Background: an optimization exercise with open tools, aiming at small area, a short achievable clock period and few clock cycles per item. Do not read the settings as production practice.
In this exercise RTL edits were held to simulation tests only and were not proved equivalent to the original.

Setup of job 7240:
Design arr_multiplier_pipe, start of the top module:
module arr_multiplier_pipe #(
  parameter int INPUT_BIT_SIZE = 32,
  parameter int STAGES         = 4
) (
  input  logic                          Clk,
  input  logic                          Reset,
  input  logic                          InValid,
  output logic                          InReady,
  input  logic [INPUT_BIT_SIZE-1:0]     InA,
  input  logic [INPUT_BIT_SIZE-1:0]     InB,
  input  logic                          Signed,
  output logic                          OutValid,
  input  logic                          OutReady,
  output logic [2*INPUT_BIT_SIZE-1:0]   Out
);
  logic        en, o_en, q_vl, q_vl2;
  logic [63:0] q_q;
  logic        r_vl, o_vl;
  logic        m_vl;
  logic [31:0] a;
  logic [31:0] b;
  logic        s;
  logic [63:0] prod, o_q;
  assign en      = !q_vl;
  assign o_en    = !o_vl || OutReady;
  assign InReady = !q_vl2;
  always_ff @(posedge Clk or negedge Reset) begin
    if (!Reset) begin
      r_vl <= 1'b0;
      o_vl <= 1'b0;
      m_vl <= 1'b0;
      q_vl <= 1'b0;
      q_vl2 <= 1'b0;
  ...
Size in the first run: about 2800 cells after synthesis, ~300 flip-flops, ~140 I/O pins, about 0.031 sq mm of cells after synthesis.
==> flow/config.mk <==
export PLATFORM = sky130hd
export DESIGN_NAME = arr_multiplier_pipe
export DESIGN_NICKNAME = arr_multiplier_pipe
export VERILOG_FILES = /design/flow/design.v
export SDC_FILE = /design/flow/constraint.sdc
export NUM_CORES = 4
export LEC_CHECK = 0
export ABC_AREA = 1
export CAP_MARGIN = 20
export CORE_MARGIN = 2
export CORE_UTILIZATION = 40
export CTS_CLUSTER_DIAMETER = 90
export CTS_CLUSTER_SIZE = 30
export SLEW_MARGIN = 20
export SYNTH_HIERARCHICAL = 1
export SYNTH_MINIMUM_KEEP_SIZE = 0
==> flow/constraint.sdc <==
create_clock -name core_clock -period 24.0 [get_ports {Clk}]
set_input_delay 4.8000 -clock core_clock [delete_from_list [all_inputs] [get_ports {Clk}]]
set_output_delay 4.8000 -clock core_clock [all_outputs]
set_load 0.01 [all_outputs]
standard.sh (not shown) runs the stock make flow with config.mk's settings and CLKGATE_MAP_FILE= SYNTH_SCRIPT=/design/flow/synth_recipe.tcl, a recipe that flattens the netlist after the stock synthesis.
==> flow/flow/run.sh <==
#!/bin/bash
# The standard layout, with two changes to how it is made:
#  - the input and output ports get sky130_fd_sc_hd__buf_2 buffers instead of the
#    buffer the resizer picks on its own (a slow delay cell);
#  - the resizer's timing repair aims for SETUP_SLACK_MARGIN ns of setup slack, so it
#    works on the paths that set the achieved period, not only on violations.
# The clock period, SDC and every other setting are the standard flow's.
set -euo pipefail
export SETUP_SLACK_MARGIN=${SETUP_SLACK_MARGIN_OVERRIDE:-18.0}
export BUFFER_PORTS_ARGS="-buffer_cell sky130_fd_sc_hd__buf_2"
export CTS_ARGS="-sink_clustering_enable -repair_clock_nets -dont_use_dummy_load -sink_clustering_size 30 -sink_clustering_max_diameter 90"
bash standard.sh > standard.log 2>&1
Testbench counts of job 7240, summed over its fixed seeds: cycles 12,024, items 12,000.
diff inputs: job 7240 => job 5342
- an added PLACE_DENSITY of 0.7
- a change of CTS_CLUSTER_DIAMETER from 90 to 100
- a change of CTS_CLUSTER_SIZE from 30 to 25
- a change of CORE_UTILIZATION from 40 to 55
--- a/flow/flow/run.sh
+++ b/flow/flow/run.sh
@@ -11 +10,0 @@
-export CTS_ARGS="-sink_clustering_enable -repair_clock_nets -dont_use_dummy_load -sink_clustering_size 30 -sink_clustering_max_diameter 90"
Results
Taking job 5342 over job 7240, the wire length ratio works out to 0.945. Cmp job 7240 and job 5342 / post-cts repair resize count / lower: job 5342. The fraction of final layout cells sized beyond drive strength 1 on job 7240 is in line with that on job 5342. Proportion of cell area occupied by multi-input gates: lower on job 7240. Delta (job 5342 minus job 7240): worst setup slack increased by 0.11 ns relative to the old numbers; delay of the slowest cell on the worst path increased by 0.49 ns relative to the old numbers; core utilization increased by 16 points relative to the old numbers; die area decreased by 27% relative to the old numbers. Between job 5342 and job 7240, it is job 5342 whose post-CTS setup repair buffer count is lower, by 1.
### job 5342 -> job 1288
- PLACE_DENSITY: 0.7 -> unset
- CORE_UTILIZATION: 55 -> 40
--- outcome ---
Job 1288: met3 demand-to-capacity share in global routing is 3.7 points lower than what job 5342 reported. Job 1288 ended up with a higher final area than job 5342 did. sky130_fd_sc_hd__o21ai_2 as the cell at the slowest stage of the critical path was reported by job 5342, and sky130_fd_sc_hd__edfxtp_1 by job 1288. The tightest slew margin relative to the limit of job 1288 was superior to that of job 5342. Between job 1288 and job 5342, the difference in worst hold slack is negligible. Overall routed net length: job 1288 > job 5342. In job 1288 relative to job 5342, via total after detailed routing had gone down slightly. NOTE routed wirelength normalized by instance count job 5342->job 1288 decreased slightly.
The following lists how job 1329 was set up differently from job 1288:
--- a/flow/flow/run.sh
+++ b/flow/flow/run.sh
@@ -9 +9 @@
-export SETUP_SLACK_MARGIN=${SETUP_SLACK_MARGIN_OVERRIDE:-18.0}
+export SETUP_SLACK_MARGIN=${SETUP_SLACK_MARGIN_OVERRIDE:-17.8}
## What came out
Going from job 1288 to job 1329, the final worst slack was found to have gone down by 0.035 ns. Job 1329 gives more setup slack after placement than job 1288 did. Taking job 1288 as the reference, in job 1329 number of multi-input combinational cells barely changed, count of H-tree levels built during CTS barely changed, worst hold slack climbed 0.0033 ns.
For job 7397, these inputs were changed with respect to job 1329:
--- a/flow/flow/run.sh
+++ b/flow/flow/run.sh
@@ -9 +9 @@
-export SETUP_SLACK_MARGIN=${SETUP_SLACK_MARGIN_OVERRIDE:-17.8}
+export SETUP_SLACK_MARGIN=${SETUP_SLACK_MARGIN_OVERRIDE:-18.5}
## What came out
Taking job 1329 as the reference, in job 7397 final-layout worst hold slack now sits at about the same level, met3 layer usage reported by global route increased by 0.35 points relative to the old numbers.
Having completed the whole flow, job 7397 delivered a layout that passed the timing, design-rule and antenna checks.
NOTE routed wire length job 1329->job 7397 increased by a few percent
Status: multi-input logic cell count parity (job 7397, job 1329)

[port drivers added, routing unchanged]
The flow's constraints put no driver on any port. The routed layouts listed below were extracted and timed again, unchanged, in two steps.
Step 1 (the two cells are an assumption about what drives the block):
set clk [get_ports {Clk}]
set_driving_cell -lib_cell sky130_fd_sc_hd__clkbuf_16 $clk
set_driving_cell -lib_cell sky130_fd_sc_hd__buf_2 [delete_from_list [all_inputs] $clk]
Step 2 moves the port delays by t, midway between the first and last clock arrival at a register: inputs arrive t later, outputs are due t later. That takes back most of the time a late clock gives input paths.
a / b / c = ideal ports / drivers / drivers and shift; a / b = the first two.
| run | t, ns | setup slack, ns | worst setup path at the end |
|---|---|---|---|
| job 7240 | 0.613 | 17.910 / 17.846 / 17.655 | input to register |
| job 5342 | 0.603 | 18.024 / 18.005 / 17.874 | input to register |
| job 1288 | 0.634 | 17.930 / 17.860 / 17.674 | input to register |
| job 1329 | 0.649 | 17.895 / 17.891 / 17.680 | input to register |
| job 7397 | 0.627 | 18.049 / 17.981 / 18.117 | input to register |
After both steps every run listed still meets setup and hold. The setup slack of job 1288, which loses most, moves by -0.070 ns with the drivers and by -0.256 ns with both steps.
